From an optimization exercise on the open Yosys and OpenROAD flow, aimed at small area and few clock cycles per item; shortcuts taken in it are not production practice.
In this exercise RTL edits were held to simulation tests only and were not proved equivalent to the original.
Power figures rest on the tool's default switching activity, not on a simulated workload. The clock port is modelled as an ideal driver; clocking choices that lean on that would not hold on a real chip.

File: design/flow/flow/run.sh
#!/bin/bash
set -e
rm -rf scripts_abc
cp -r "$FLOW_HOME/scripts" scripts_abc
sed -i 's/^&nf$/\&nf -R 1000/; /^buffer -c$/d; /^upsize -c$/d; /^dnsize -c$/d' scripts_abc/abc_speed.script
cp scripts_abc/abc_speed.script abc_speed_script.log
export SCRIPTS_DIR="$PWD/scripts_abc"
export BUFFER_PORTS_ARGS="-buffer_cell sky130_fd_sc_hd__buf_1"
export CTS_ARGS="-sink_clustering_enable -repair_clock_nets -sink_clustering_size 36 -sink_clustering_max_diameter 70 -buf_list sky130_fd_sc_hd__clkbuf_16 -dont_use_dummy_load"
bash standard.sh > standard.log 2>&1
File: design/flow/standard.sh
#!/bin/bash
# synth_recipe.tcl (not shown) runs the flow's synth.tcl, then flattens the netlist and writes it again
# the make line also repeats each setting of config.mk as NAME=value (left out here)
make -C /OpenROAD-flow-scripts/flow DESIGN_CONFIG=/design/flow/config.mk WORK_HOME=/design/flow/orfs CLKGATE_MAP_FILE= SYNTH_SCRIPT=/design/flow/synth_recipe.tcl "${@:-finish}"
File: design/flow/config.mk
export PLATFORM = sky130hd
export DESIGN_NAME = cp_insert
export DESIGN_NICKNAME = cp_insert
export VERILOG_FILES = /design/flow/design.v
export SDC_FILE = /design/flow/constraint.sdc
export NUM_CORES = 4
export LEC_CHECK = 0
export CAP_MARGIN = 10
export CORE_MARGIN = 2
export CORE_UTILIZATION = 60
export CTS_BUF_LIST = sky130_fd_sc_hd__clkbuf_16
export CTS_CLUSTER_DIAMETER = 70
export CTS_CLUSTER_SIZE = 36
export SLEW_MARGIN = 10
export SYNTH_HIERARCHICAL = 1
export SYNTH_MEMORY_MAX_BITS = 16384
File: design/flow/constraint.sdc
create_clock -name core_clock -period 7.0 [get_ports {clk}]
set_input_delay 1.4000 -clock core_clock [delete_from_list [all_inputs] [get_ports {clk}]]
set_output_delay 1.4000 -clock core_clock [all_outputs]
set_load 0.01 [all_outputs]
File: design/flow/design.v
package ofdm_pkg;
  localparam int N_FFT    = 64;
  localparam int LOG2_N   = 6;
  localparam int CP_LEN   = 16;
  localparam int SAMPLE_W = 32;
  typedef enum logic [1:0] {
    IDLE = 2'd0,
    PFX  = 2'd1,
    BODY = 2'd2
  } rd_state_e;
endpackage
module cp_ram
#(
   parameter int WIDTH = 32,
   parameter int N     = 64
) (
   input  logic             clk,
   input  logic [N/4-1:0]   keep,     
   input  logic [N/4-1:0]   ins,      
   input  logic [WIDTH-1:0] wd,
   input  logic [3:0]       tap_n,    
   output logic [WIDTH-1:0] rd
);
   logic [WIDTH-1:0] ring [N];
   logic [WIDTH-1:0] wd_n;
   assign wd_n = ~wd;
   always_ff @(posedge clk) begin
      for (int p = 0; p < N; p++) begin
         if (p % 4 == 1) ring[p] <= ~((ring[(p + N - 1) % N] | {WIDTH{ins[p / 4]}}) &
                                      ((((p / 4) % 2 == 0) ? wd : wd_n) | {WIDTH{keep[p / 4]}}));
         else            ring[p] <= ring[(p + N - 1) % N];
      end
   end
   assign rd = (ring[0]     | {WIDTH{tap_n[0]}}) & (ring[N / 4]     | {WIDTH{tap_n[1]}}) &
               (ring[N / 2] | {WIDTH{tap_n[2]}}) & (ring[3 * N / 4] | {WIDTH{tap_n[3]}});
endmodule
module cp_insert
#(
   parameter int WIDTH = 32,
   parameter int N     = 64,
   parameter int B     = 6,
   parameter int CP    = 16
) (
   input  logic             clk,
   input  logic             rst,
   input  logic             ena_in,
   input  logic [WIDTH-1:0] dat_in,
   output logic             in_rdy,
   output logic             val_out,
   output logic             sym_sta,
   output logic [WIDTH-1:0] dat_out
);
   if (N != 64 || B != 6 || CP != 16) begin : g_bad_par
      $error("cp_insert: this implementation is built for N = 64, B = 6, CP = 16");
   end
   logic [B-1:0] ph, ph_nxt;
   logic [B-1:0] wa, wa_nxt;
   logic [B-1:0] wpos;
   logic         full, full_nxt;
   logic         act, act_nxt;
   logic         body, body_nxt;
   logic [3:0]   tap_n, tap_n_nxt;
   logic [1:0]   tnew;
   logic         free, rdy, acc, last_in, last_pfx, last_out, start;
   logic [N/4-1:0] sel, ins;
   assign wpos = ph + B'(1) - wa;
   assign free = !full || (act && body);
   assign rdy  = (wpos[1:0] == 2'b01) && free;
   assign acc  = ena_in && rdy;
   always_comb begin
      sel = '0;
      if (rdy) sel[wpos[B-1:2]] = 1'b1;
   end
   assign ins = ena_in ? sel : '0;
   assign last_in  = acc && (wa == B'(N - 1));
   assign last_pfx = act && !body && (ph[3:0] == 4'hf);
   assign last_out = act && body && (ph[3:0] == 4'hf) && !tap_n[ph[5:4] + 2'd1];
   assign wa_nxt   = acc ? wa + B'(1) : wa;
   assign full_nxt = last_in || (full && !last_out);
   assign ph_nxt   = (!full_nxt && wa == '0 && !acc) ? '0 : ph + B'(1);
   assign start    = full_nxt && (!act || last_out) && (ph[3:0] == 4'hf);
   assign tnew     = ph[5:4] + 2'd2;
   always_comb begin
      act_nxt   = act;
      body_nxt  = body;
      tap_n_nxt = tap_n;
      if (start) begin
         act_nxt   = 1'b1;
         body_nxt  = 1'b0;
         tap_n_nxt = ~(4'b0001 << tnew);
      end else begin
         if (last_pfx) body_nxt = 1'b1;
         if (last_out) act_nxt  = 1'b0;
      end
   end
   always_ff @(posedge clk or negedge rst) begin
      if (!rst) begin
         ph   <= '0;
         wa   <= '0;
         full <= 1'b0;
         act  <= 1'b0;
      end else begin
         ph   <= ph_nxt;
         wa   <= wa_nxt;
         full <= full_nxt;
         act  <= act_nxt;
      end
   end
   always_ff @(posedge clk) begin
      body  <= body_nxt;
      tap_n <= tap_n_nxt;
   end
   cp_ram #(
      .WIDTH (WIDTH),
      .N     (N)
   ) u_ram (
      .clk (clk),
      .keep(~sel),
      .ins (ins),
      .wd  (dat_in),
      .tap_n (tap_n),
      .rd  (dat_out)
   );
   assign in_rdy  = rdy;
   assign val_out = act;
   assign sym_sta = act && !body && (ph[3:0] == 4'h0);
endmodule
==> out/results.txt, run 1 <==
XOR/XNOR share of the synthesized area: 0.3215%
Initial antenna violation count: 0
Worst r2r src: ph[0]
Via Count: 21830
Mean Syn Cell Area: 16.16 µm²
Total track usage: 23.94%
Synth Area in Simple Gates: 1.194%
Layout Skew: 0.05384 ns
Crit Path Class: reg2reg
Reg2reg setup slack: 1.85 ns
Max IR drop VDD: 0.3088 mV
Total gr overflow: 0
Design Power: 21.91 mW
Hold EP: u_ram.ring[4][22]
First-pass GRT wire length: 139800 µm
FMAX: 194.3 MHz
Vias in the first global route: 22130
Async SR Flop Fraction: 0.6773%
Yosys top cell area share: 88.58%
Final setup fails: 0
Core area: 76200 µm²
CTS tree: built
Root buf cell: clkbuf_16
Yosys reg bits: 2067
Startpoint types: flip-flop
Final WL: 94550 µm
DRC Markers: 0
I/O pin count: 70
PortBufs: 69
DR WL/cell: 23.23 µm
Reg2reg path depth: 12
Via-to-Cell Ratio: 5.362
Hpwl dp: 54770 µm
Die Y: 281.8 µm
Die X-Extent: 281.8 µm
Outcome: complete, no violations
Placer Congestion: 0.7807
Syn_nets: 2916
Die ar.: 79420 µm²
Max-cap violations: 0
Iter 0 DRT Violations: 1411
Pwr dens: 438.2 nW/µm²
Hold Path Class: reg2reg
Nets: 3092
Clock slew at reported path FFs: 0.12 ns
P_leak: 19.37 nW
Complex-gate fraction of the synthesized area: 8.003%
Post-CTS Resized: 0
Number of flops mapped to enable cells by yosys: 4
Hold Path Cell Cnt: 0
Max-slew violation count: 0
Most used flip-flop cell after synthesis: dfxtp_1
Most common cell in the synthesized netlist: dfxtp_1
Largest net degree at the start of global routing: 37
Yosys cell types: 34
Worst EP arrival: 5.65 ns
Clock Latency Late Sink: 0.65 ns
Worst-margin pin slew: 1.271 ns
Main combinational cell family by area after synthesis: compound AO/OA/AOI/OAI gates
Synth warn: 9
CP max stage delay: 0.83 ns
Post-synth top area cell: dfxtp_1
CP cell instances: ha_1 -> and3_1 -> xnor2_1 -> clkinv_1 -> ha_1 -> a21o_1 -> a31oi_1 -> xnor2_1 -> xor2_1 -> a21oi_1 -> nand2_2 -> o22ai_1
Post-CTS Hold Buffers: 0
HP Start: u_ram.ring[3][22]
Mapped cell area: 46310 µm²
Worst slew margin: 14.98%
Crit path time final: 5.147 ns
Post-synthesis mux area share: 0.04864%
Share of cells above drive strength 1: 4.507%
Crit end category: flip-flop
Final hold violations: 0
Seq/Total Area, Yosys: 89.60%
Htree depth: 3
Final Cycle Share: 73.53%
Fillers: 5589
Detailed Routing Iterations Pass 1: 5
Unrepaired setup endpoints after global routing: no
Crit-path max FO: 32
Starting Density: 60.77%
Adder-Cell Fraction of Synth Area: 0.4215%
Num CTS Buffers: 68
CP max-delay cell: nand2_2
Cells after Synth: 2866
Clk buf depth: 3
Area Growth Syn to Fin: 7.990%
Synth cell count leaders: dfxtp_1, o22ai_1, nor2_1
Worst EP required: 7.50 ns
Setup Buffers After CTS: 0
Routed Antenna Nets: 0
Setup TNS: 0 ns
Number of cell rows: 101
R2r endpoint: u_ram.ring[21][9]
Synth area leaders: dfxtp_1, o22ai_1, dfrtp_1
CTS Sinks: 2067
[routing by layer]
| metal | global-route usage, % | part of all wire, % | up-vias |
|---|---|---|---|
| met5 | 0 | 0 | - |
| met2 | 36.91 | 44 | 396 |
| met1 | 35.66 | 50 | 11100 |
| met4 | 6.001 | 2.1 | 0 |
| li1 | - | - | 10210 |
| met3 | 3.721 | 4.2 | 117 |
[power breakdown]
part / total (mW) / internal, mW / switching [mW] / leakage (nW)
registers: 14.9 / 14.2 / 0.694 / 17.4
logic: 2.14 / 0.641 / 1.50 / 1.17
clock network: 4.91 / 1.78 / 3.13 / 0.838
[cell families (layout without fill, tap and decap cells)]
group / after synthesis / after routing
flip-flops: 2067 / 2067
AO/OA/AOI/OAI: 591 / 591
XOR/XNOR: 17 / 17
other: 0 / 1
adder cells (fa/ha/maj): 15 / 15
buffers and inverters: 51 / 225
multiplexers: 1 / 1
AND/OR/NAND/NOR: 124 / 124
[cell type report]
cell class,instances,area (µm²),share of cell area (%)
diodes,1,2.502,0.005004
repair buffers,106,556.8,1.113
well taps,1030,1289,2.577
inverters,51,191.4,0.3828
clock buffers,68,1702,3.403
flip-flops and latches,2067,41490,82.97
multi-input cells,748,4776,9.550
[worst max-delay path, delay by kind of cell, from the launching register on]
family | cells | cell delay, ns
XOR/XNOR | 3 | 1.44
AO/OA/AOI/OAI | 4 | 1.31
AND/OR/NAND/NOR | 2 | 1.02
adder cells (fa/ha/maj) | 2 | 0.68
flip-flops | 1 | 0.45
buffers and inverters | 1 | 0.13
[registers in the layout, summed over array words and instances, names as in the netlist]
name / flops
act: 1
u_ram.ring: 2048
full: 1
ph: 6
tap_n: 4
wa: 6
body: 1
[cells in the final DEF (no fill, tap or decap), drive strengths merged, types with 2 or more instances in the layout]
master and count:
dfxtp 2049, o22ai 577, buf 106, clkbuf 68
nor2 59, clkinv 51, nand2 25, ha 14
dfrtp 14, xnor2 11, nand3 9, nor3 8
xor2 6, nand4 6, a21o 4, nand2b 4
edfxtp 4, a21oi 3, nor2b 3, and3 2
and2 2
[stage by stage]
stage	util, %	std cells	cell area, µm²	setup WS [ns]	hold WS (ns)
CTS	65.62	4070	50000	1.910	0.3063
global placement	63.34	4000	48270	2.095	0.3096
detailed placement	63.39	4002	48300	1.967	0.3121
finish	65.62	4071	50010	1.853	0.2978
floorplan	-	2866	46310	2.307	0.3096
global route	65.62	4070	50000	1.592	0.3092
[how the worst max path moves through the flow]
| stage | start | end | cells past startpoint |
|---|---|---|---|
| 6_report | ph[0] | u_ram.ring[21][9] | 12 |
| 5_1_grt | ph[0] | u_ram.ring[21][9] | 12 |
| 4_1_cts | ph[0] | u_ram.ring[21][9] | 12 |
| 3_5_place_dp | ph[0] | u_ram.ring[21][4] | 12 |
| 3_3_place_gp | ph[0] | u_ram.ring[21][4] | 12 |
| 2_1_floorplan | ph[0] | u_ram.ring[57][30] | 10 |
Testbench counts, summed over its fixed seeds: cycles 15,872, symbols 192.
==> run 2: changes to the inputs <==
==> design/flow/flow/run.sh (replaced) <==
#!/bin/bash
set -e
rm -rf scripts_abc
cp -r "$FLOW_HOME/scripts" scripts_abc
sed -i 's/^&nf$/\&nf -R 1000/; /^buffer -c$/d; /^upsize -c$/d; /^dnsize -c$/d' scripts_abc/abc_speed.script
cp scripts_abc/abc_speed.script abc_speed_script.log
export SCRIPTS_DIR="$PWD/scripts_abc"
export BUFFER_PORTS_ARGS="-buffer_cell sky130_fd_sc_hd__buf_1"
export CTS_ARGS="-sink_clustering_enable -repair_clock_nets -sink_clustering_size 35 -sink_clustering_max_diameter 100 -buf_list sky130_fd_sc_hd__clkbuf_16 -dont_use_dummy_load"
bash standard.sh > standard.log 2>&1
--- a/design/flow/config.mk
+++ b/design/flow/config.mk
@@ -9,8 +9,8 @@
 export CORE_MARGIN = 2
 export CORE_UTILIZATION = 60
 export CTS_BUF_LIST = sky130_fd_sc_hd__clkbuf_16
-export CTS_CLUSTER_DIAMETER = 70
-export CTS_CLUSTER_SIZE = 36
+export CTS_CLUSTER_DIAMETER = 100
+export CTS_CLUSTER_SIZE = 35
 export SLEW_MARGIN = 10
 export SYNTH_HIERARCHICAL = 1
 export SYNTH_MEMORY_MAX_BITS = 16384
==> run 2 against run 1 <==
Via count about the same. Fmax down 1.3%. Clock skew up 0.017 ns. Count of clock-buffer cells in the layout up 1. Critical path depth unchanged. Clock power up 0.8%. Largest power group unchanged. Register-to-register slack worse by 0.07 ns. Combinational power about the same. Global-route usage about the same. Die area unchanged. Still clean.
==> out/results.txt, run 2 <==
Yosys top cell area share: 88.58% (unchanged)
Commonest non-fill, non-tap cells in the layout: dfxtp_1, o22ai_1, clkbuf_16, buf_1, clkinv_1
Outcome: complete, no violations
Mapped cell area: 46310 µm² (unchanged)
Total gr overflow: 0 (unchanged)
Commonest non-fill, non-tap cell in the layout: dfxtp_1
Final Cycle Share: 74.47% (+0.94 points)
Cells after Synth: 2866 (unchanged)
Pwr dens: 438.5 nW/µm² (about the same)
CTS tree: built
Clock Latency Late Sink: 0.65 ns (about the same)
Hpwl dp: 54770 µm (unchanged)
Synth cell count leaders: dfxtp_1, o22ai_1, nor2_1
DR WL/cell: 23.22 µm (about the same)
Non-filler instance count after layout: 4072 (+0.025%)
Synth warn: 9 (unchanged)
Area taken by multi-input logic gates: 4776 µm² (unchanged)
Root buf cell: clkbuf_16
Largest regs: u_ram.ring: 2048 flops, ph: 6 flops, wa: 6 flops
R2r endpoint: u_ram.ring[21][4]
Mean Syn Cell Area: 16.16 µm² (unchanged)
Crit path to: u_ram.ring[21][4]
Final core occ: 65.66% (about the same)
Reg2reg setup slack: 1.79 ns (-0.07 ns)
Most Crowded Layer GR: met2
Met2 GRT Util: 36.67% (-0.25 points)
Num CTS Buffers: 69 (+1.5%)
Htree depth: 3 (unchanged)
Core area: 76200 µm² (unchanged)
Nets: 3093 (+0.032%)
Top reg by flops: u_ram.ring
Unrepaired setup endpoints after global routing: no
Max IR drop VDD: 0.3023 mV (-2.1%)
Placed Cells incl. Taps: 4002 (unchanged)
Syn_nets: 2916 (unchanged)
Max-cap violations: 0 (unchanged)
Setup slack after layout: 1.787 ns (-0.06581 ns)
Initial antenna violation count: 0 (unchanged)
Crit end category: flip-flop
Clk buf depth: 3 (unchanged)
Number of cell rows: 101 (unchanged)
First-pass GRT wire length: 139700 µm (about the same)
Clock slew at reported path FFs: 0.12 ns (about the same)
P_leak: 19.38 nW (about the same)
Worst r2r src: ph[0]
Reg2reg path depth: 12 (unchanged)
Total track usage: 23.96% (about the same)
Vias in the first global route: 22050 (-0.36%)
Crit Path Class: reg2reg
Post-CTS Hold Buffers: 0 (unchanged)
Detailed Routing Iterations Pass 1: 5 (unchanged)
Met3 usage: 3.812% (+0.091 points)
Synth area leaders: dfxtp_1, o22ai_1, dfrtp_1
Share of cells above drive strength 1: 4.538% (+0.031 points)
Worst-margin pin slew: 1.264 ns (-0.006556 ns)
Area Growth Syn to Fin: 8.044% (about the same)
Starting Density: 60.77% (unchanged)
Final hold violations: 0 (unchanged)
Largest net degree at the start of global routing: 36 (-2.7%)
Final WL: 94560 µm (about the same)
Die Y: 281.8 µm (unchanged)
Yosys cell types: 34 (unchanged)
Die ar.: 79420 µm² (unchanged)
Setup TNS: 0 ns (unchanged)
PortBufs: 69 (unchanged)
Worst EP required: 7.52 ns (+0.02 ns)
Startpoint types: flip-flop
Placer Congestion: 0.7807 (unchanged)
Fillers: 5585 (-0.072%)
Via-to-Cell Ratio: 5.362 (about the same)
Place WS: 1.967 ns (unchanged)
Via Count: 21840 (+0.037%)
Met1 GRT Util: 35.69% (about the same)
Worst EP arrival: 5.73 ns (+0.08 ns)
I/O pin count: 70 (unchanged)
Final setup fails: 0 (unchanged)
Seq/Total Area, Yosys: 89.60% (unchanged)
CTS Sinks: 2067 (unchanged)
Crit path launch: ph[0]
Hold Path Class: reg2reg
Number of flops mapped to enable cells by yosys: 4 (unchanged)
Post-synth top area cell: dfxtp_1
Flip-flop count of the largest register after layout: 2048 (unchanged)
Yosys reg bits: 2067 (unchanged)
FMAX: 191.8 MHz (-1.3%)
Most common cell in the synthesized netlist: dfxtp_1
Setup Buffers After CTS: 0 (unchanged)
Routed Antenna Nets: 0 (unchanged)
Crit path time final: 5.213 ns (+0.06581 ns)
Die X-Extent: 281.8 µm (unchanged)
DRC Markers: 0 (unchanged)
Worst slew margin: 15.42% (+0.44 points)
Max-slew violation count: 0 (unchanged)
FF/Latch Area: 41490 µm² (unchanged)
Hold WS: 0.2440 ns (-0.05380 ns)
Most used flip-flop cell after synthesis: dfxtp_1
Layout Skew: 0.07132 ns (+0.01749 ns)
Iter 0 DRT Violations: 1450 (+2.8%)
Crit-path max FO: 32 (unchanged)
Async SR Flop Fraction: 0.6773% (unchanged)
Post-CTS Resized: 0 (unchanged)
-- run 2: cell count changes in the layout (fill, tap and decap cells not counted), sizes merged --
cell / before / now
clkbuf: 68 / 69
-- run 2: worst min path at each step --
| stage | endpoint | slack (ns) | cells after the start | from |
|---|---|---|---|---|
| global placement | u_ram.ring[27][15] | 0.31 | 0 | u_ram.ring[26][15] |
| CTS | u_ram.ring[19][25] | 0.25 | 0 | u_ram.ring[18][25] |
| finish | u_ram.ring[19][25] | 0.24 | 0 | u_ram.ring[18][25] |
| floorplan | u_ram.ring[0][0] | 0.31 | 0 | u_ram.ring[63][0] |
| global route | u_ram.ring[19][25] | 0.24 | 0 | u_ram.ring[18][25] |
| detailed placement | u_ram.ring[32][10] | 0.31 | 0 | u_ram.ring[31][10] |
-- run 2: worst max-delay path, cell delays in order, from the launching register on --
cell      delay [ns]
dfrtp_1         0.46
ha_1            0.25
and3_1          0.20
xnor2_1         0.28
clkinv_1        0.14
ha_1            0.43
a21o_1          0.16
a31oi_1         0.05
xnor2_1         0.79
xor2_1          0.43
a21oi_1         0.50
nand2_2         0.82
o22ai_1         0.56
-- run 2: cell type report --
cell class                 instances  share of cell area [%]
clock buffer                      69                   3.451
tap                             1030                   2.576
multi-input combinational        748                   9.546
sequential                      2067                   82.93
antenna                            1                0.005002
timing repair buffer             106                   1.113
inverter                          51                  0.3826
-- run 2: power by group --
part	switching (mW)	total, mW	internal (mW)	leakage [nW]
sequential	0.693	14.9	14.2	17.4
combinational	1.49	2.13	0.641	1.17
clock	3.15	4.95	1.80	0.850
total	5.33	21.9	16.6	19.4
-- run 2: routing by layer --
metal,wire length [µm],up-vias
met4,2271,0
li1,-,10210
met2,41390,413
met3,4068,132
met1,46830,11080
met5,0,-
-- run 2: per-stage QoR --
step                      total power, mW  instance area [µm²]
after floorplan                     16.00                46310
after global placement              17.08                48270
after detailed placement            17.21                48300
after CTS                           22.05                50030
after global routing                22.81                50030
final                               21.94                50030
-- run 2: logic make-up (layout without fill, tap and decap cells) --
logic type | after synthesis | after routing | share of synthesized area (%)
multiplexers | 1 | 1 | 0.04863
other | 0 | 1 | 0
AND/OR/NAND/NOR | 124 | 124 | 1.194
AO/OA/AOI/OAI | 591 | 591 | 8.003
adder cells (fa/ha/maj) | 15 | 15 | 0.4215
buffers and inverters | 51 | 226 | 0.4134
flip-flops | 2067 | 2067 | 89.60
XOR/XNOR | 17 | 17 | 0.3215
==> run 3: changes to the inputs <==
==> design/flow/run.sh (new file) <==
#!/bin/bash
# synth_recipe.tcl (not shown) runs the flow's synth.tcl, then flattens the netlist and writes it again
# the make line also repeats each setting of config.mk as NAME=value (left out here)
make -C /OpenROAD-flow-scripts/flow DESIGN_CONFIG=/design/flow/config.mk WORK_HOME=/design/flow/orfs CLKGATE_MAP_FILE= SYNTH_SCRIPT=/design/flow/synth_recipe.tcl finish
--- a/design/flow/config.mk
+++ b/design/flow/config.mk
@@ -10,7 +10,7 @@
 export CORE_UTILIZATION = 60
 export CTS_BUF_LIST = sky130_fd_sc_hd__clkbuf_16
 export CTS_CLUSTER_DIAMETER = 100
-export CTS_CLUSTER_SIZE = 35
+export CTS_CLUSTER_SIZE = 34
 export SLEW_MARGIN = 10
 export SYNTH_HIERARCHICAL = 1
 export SYNTH_MEMORY_MAX_BITS = 16384
removed: design/flow/flow/run.sh
removed: design/flow/standard.sh
==> run 3 against run 2 <==
Via count is 2.5% higher. Synthesized area is 2.3% higher. Global-route usage rose by 0.75 points. Worst setup slack better by 0.22 ns. Sequential power is 5% lower. Die area grew 2.2%. Sequential share of layout area down 1.3 points. Critical path depth rose by 3. Total power is 3.2% higher. Final cell count is 1.1% higher.
==> out/results.txt, run 3 <==
Place WS: 2.087 ns (+0.1200 ns)
Design Power: 22.65 mW (+3.2%)
FMAX: 200.2 MHz (+4.4%)
Largest regs: u_ram.ring: 2048 flops, ph: 6 flops, wa: 6 flops
Flip-flop count of the largest register after layout: 2048 (unchanged)
Crit Path Class: reg2reg
Starting Density: 60.25% (-0.52 points)
Worst EP arrival: 5.50 ns (-0.23 ns)
Layout Skew: 0.02249 ns (-0.04884 ns)
Total track usage: 24.71% (+0.75 points)
I/O pin count: 70 (unchanged)
Setup TNS: 0 ns (unchanged)
Final core occ: 64.67% (-0.99 points)
Syn_nets: 3071 (+5.3%)
Via-to-Cell Ratio: 5.439 (+1.4%)
Die X-Extent: 285.0 µm (+1.1%)
Met1 wire length: 50220 µm (+7.2%)
CP max stage delay: 0.69 ns (-0.13 ns)
Async SR Flop Fraction: 0.6773% (unchanged)
Sequential share of power: 62.9% (-4.8 points)
Met3 routed WL: 5151 µm (+27%)
Most common cell in the synthesized netlist: dfxtp_1
Switch share: 26.90% (+2.6 points)
Hold Path Cell Cnt: 0 (unchanged)
Yosys cell types: 49 (+44%)
Crit end category: flip-flop
Core area: 78610 µm² (+3.2%)
Outcome: complete, no violations
Yosys top cell area share: 86.61% (-2.0 points)
Pwr dens: 445.5 nW/µm² (+1.6%)
Commonest non-fill, non-tap cells in the layout: dfxtp_1, o22ai_1, clkbuf_16
Worst-margin pin slew: 1.286 ns (+0.02148 ns)
Post-CTS Resized: 0 (unchanged)
Startpoint types: flip-flop
Total gr overflow: 0 (unchanged)
Clock Latency Late Sink: 0.66 ns (about the same)
Setup slack after layout: 2.006 ns (+0.2193 ns)
CP cell instances: ha_1 -> xnor2_1 -> inv_1 -> ha_1 -> nor2_1 -> a21oi_2 -> xnor2_1 -> ha_1 -> nor2_1 -> mux2_2 -> a31oi_1 -> a31oi_1 -> nand4_1 -> buf_4 -> o22ai_1
Met2 routed WL: 43780 µm (+5.8%)
Root buf cell: clkbuf_16
Hold Path Class: reg2reg
Crit-path max FO: 23 (-28%)
Die ar.: 81200 µm² (+2.2%)
Cells after Synth: 3021 (+5.4%)
Area Growth Syn to Fin: 7.344%
Top sig layer: met5
Final WL: 101500 µm (+7.3%)
Antenna cells: 0 (-1)
Share of cells above drive strength 1: 5.121% (+0.58 points)
Unrepaired setup endpoints after global routing: no
Max-slew violation count: 0 (unchanged)
P_int: 16.56 mW (-0.33%)
Htree depth: 3 (unchanged)
Synth cell count leaders: dfxtp_1, o22ai_1, buf_2
Most used flip-flop cell after synthesis: dfxtp_1
Post-synth top area cell: dfxtp_1
Seq/Total Area, Yosys: 87.60% (-2.0 points)
Mapped cell area: 47360 µm² (+2.3%)
Clk buf depth: 3 (unchanged)
Crit path time final: 4.994 ns (-0.2193 ns)
CP max-delay cell: a31oi_1
Yosys reg bits: 2067 (unchanged)
Num CTS Buffers: 70 (+1.4%)
DRC Markers: 0 (unchanged)
Synth area leaders: dfxtp_1, o22ai_1, buf_2
Vias in the first global route: 22210 (+0.75%)
Routed Antenna Nets: 0 (unchanged)
Hpwl dp: 56100 µm (+2.4%)
Iter 0 DRT Violations: 1521 (+4.9%)
Final setup fails: 0 (unchanged)
CTS Sinks: 2067 (unchanged)
Mean Syn Cell Area: 15.68 µm² (-3.0%)
Number of flops mapped to enable cells by yosys: 4 (unchanged)
Reg2reg path depth: 15 (+3)
PortBufs: 69 (unchanged)
Reg2reg setup slack: 2.01 ns (+0.22 ns)
Largest net degree at the start of global routing: 36 (unchanged)
Initial antenna violation count: 2 (+2)
Final Cycle Share: 71.34% (-3.1 points)
Nets: 3105 (+0.39%)
Setup Buffers After CTS: 0 (unchanged)
Clock network power share: 22.8% (+0.2 points)
Max IR drop VDD: 0.3057 mV (+1.1%)
Psw: 6.093 mW (+14%)
Number of cell rows: 103 (+2.0%)
Synth warn: 9 (unchanged)
Commonest non-fill, non-tap cell in the layout: dfxtp_1
Max-cap violations: 0 (unchanged)
Via Count: 22390 (+2.5%)
Top reg by flops: u_ram.ring
Clock slew at reported path FFs: 0.12 ns (about the same)
Worst EP required: 7.51 ns (about the same)
Die Y: 285.0 µm (+1.1%)
Comb power frac: 14.3% (+4.6 points)
Final hold violations: 0 (unchanged)
Worst slew margin: 13.98% (-1.4 points)
Cell mode on critical path: ha_1
Post-CTS Hold Buffers: 0 (unchanged)
Detailed Routing Iterations Pass 1: 5 (unchanged)
CTS tree: built
DR WL/cell: 24.65 µm (+6.2%)
P_leak: 19.90 nW (+2.7%)
First-pass GRT wire length: 148000 µm (+6.0%)
Placer Congestion: 0.8057 (+3.2%)
[run 3: changes by cell type in the layout (fill, tap and decap cells not counted), moves of 3 or more]
cell	previous run	this run
buf_1	69	0
clkbuf_16	69	74
clkdlybuf4s50_1	0	69
clkinv_1	51	0
inv_1	0	58
inv_6	0	3
nand2_2	12	9
nand3_1	6	2
nand4_1	6	11
nor2_4	10	7
nor3_1	2	6
nor3_2	6	3
xnor2_2	0	3
[run 3: final timing paths]
check / startpoint / end
hold / removal: u_ram.ring[3][29] / u_ram.ring[4][29]
min in group asynchronous: rst / wa[2]
setup / recovery: ph[0] / u_ram.ring[33][19]
setup reg to reg: ph[0] / u_ram.ring[33][19]
max in group asynchronous: rst / ph[0]
hold reg to reg: u_ram.ring[3][29] / u_ram.ring[4][29]
[run 3: metrics by stage]
stage	hold WS, ns	instance area (µm²)	instances
2_1_floorplan	0.3096	47360	3021
3_3_place_gp	0.3096	48930	4033
3_5_place_dp	0.3121	48930	4033
4_1_cts	0.3216	50840	4116
5_1_grt	0.3281	50840	4116
6_report	0.3130	50840	4116
[run 3: logic make-up after synthesis]
logic type	Yosys count	synth area share, %
mux	2	0.07133
compound gates	594	7.994
xor+xnor	19	0.4227
fa+ha+maj	15	0.4121
flops	2067	87.60
buf+inv	196	2.209
simple gates	128	1.287
[run 3: final cells by class]
cell class                 count  area (µm²)
clock buffer                  74        1852
clock inverter                 9       61.31
fill                        5729       27770
inverter                      53       198.9
multi-input combinational    758        4962
sequential                  2067       41490
tap                         1050        1314
timing repair buffer         105       960.9
[run 3: critical path, delay by kind of cell, from the launching register on]
kind,cells,cell delay (ns)
AOI/OAI and AO/OA,4,1.25
adders and majority gates,3,1.00
and+or+nand+nor,3,0.79
buffers and inverters,2,0.62
DFF,1,0.46
xor gates and xnor gates,2,0.43
muxes,1,0.27
[run 3: power groups by stage]
stage | combinational (mW) | clock, mW | sequential (mW)
CTS | 3.18 | 5.24 | 14.2
detailed placement | 3.17 | 0 | 14.5
global placement | 3.05 | 0 | 14.5
global route | 3.43 | 5.66 | 14.4
finish | 3.24 | 5.17 | 14.2
floorplan | 2.00 | 0 | 14.2
[run 3: layer usage]
metal / vias to the layer above / global-route usage (%)
li1: 10280 / -
met1: 11330 / 37.77
met2: 631 / 36.99
met3: 142 / 3.728
met4: 4 / 6.623
met5: - / 0

==> separate check: timing with driven ports <==
Ports are ideal in the flow. The routed layouts listed here were re-timed in OpenROAD.
Step 1, drivers: a clkbuf_16 drives clk and a buf_2 each remaining input, both assumed.
Step 2 also shifts input and output timing later by t, the mid clock arrival at the registers, as if the neighbouring blocks saw the same clock.
Slacks: ideal ports / drivers / drivers and shift; pairs: ideal ports / drivers.
run | shift t [ns] | setup slack, ns | worst setup path at the end
run 1 | 0.697 | 1.853 / 1.853 / 1.853 | register to register
run 2 | 0.689 | 1.787 / 1.787 / 1.787 | register to register
run 3 | 0.714 | 2.006 / 1.981 / 2.006 | register to register
After both steps setup and hold are still met in every run listed.
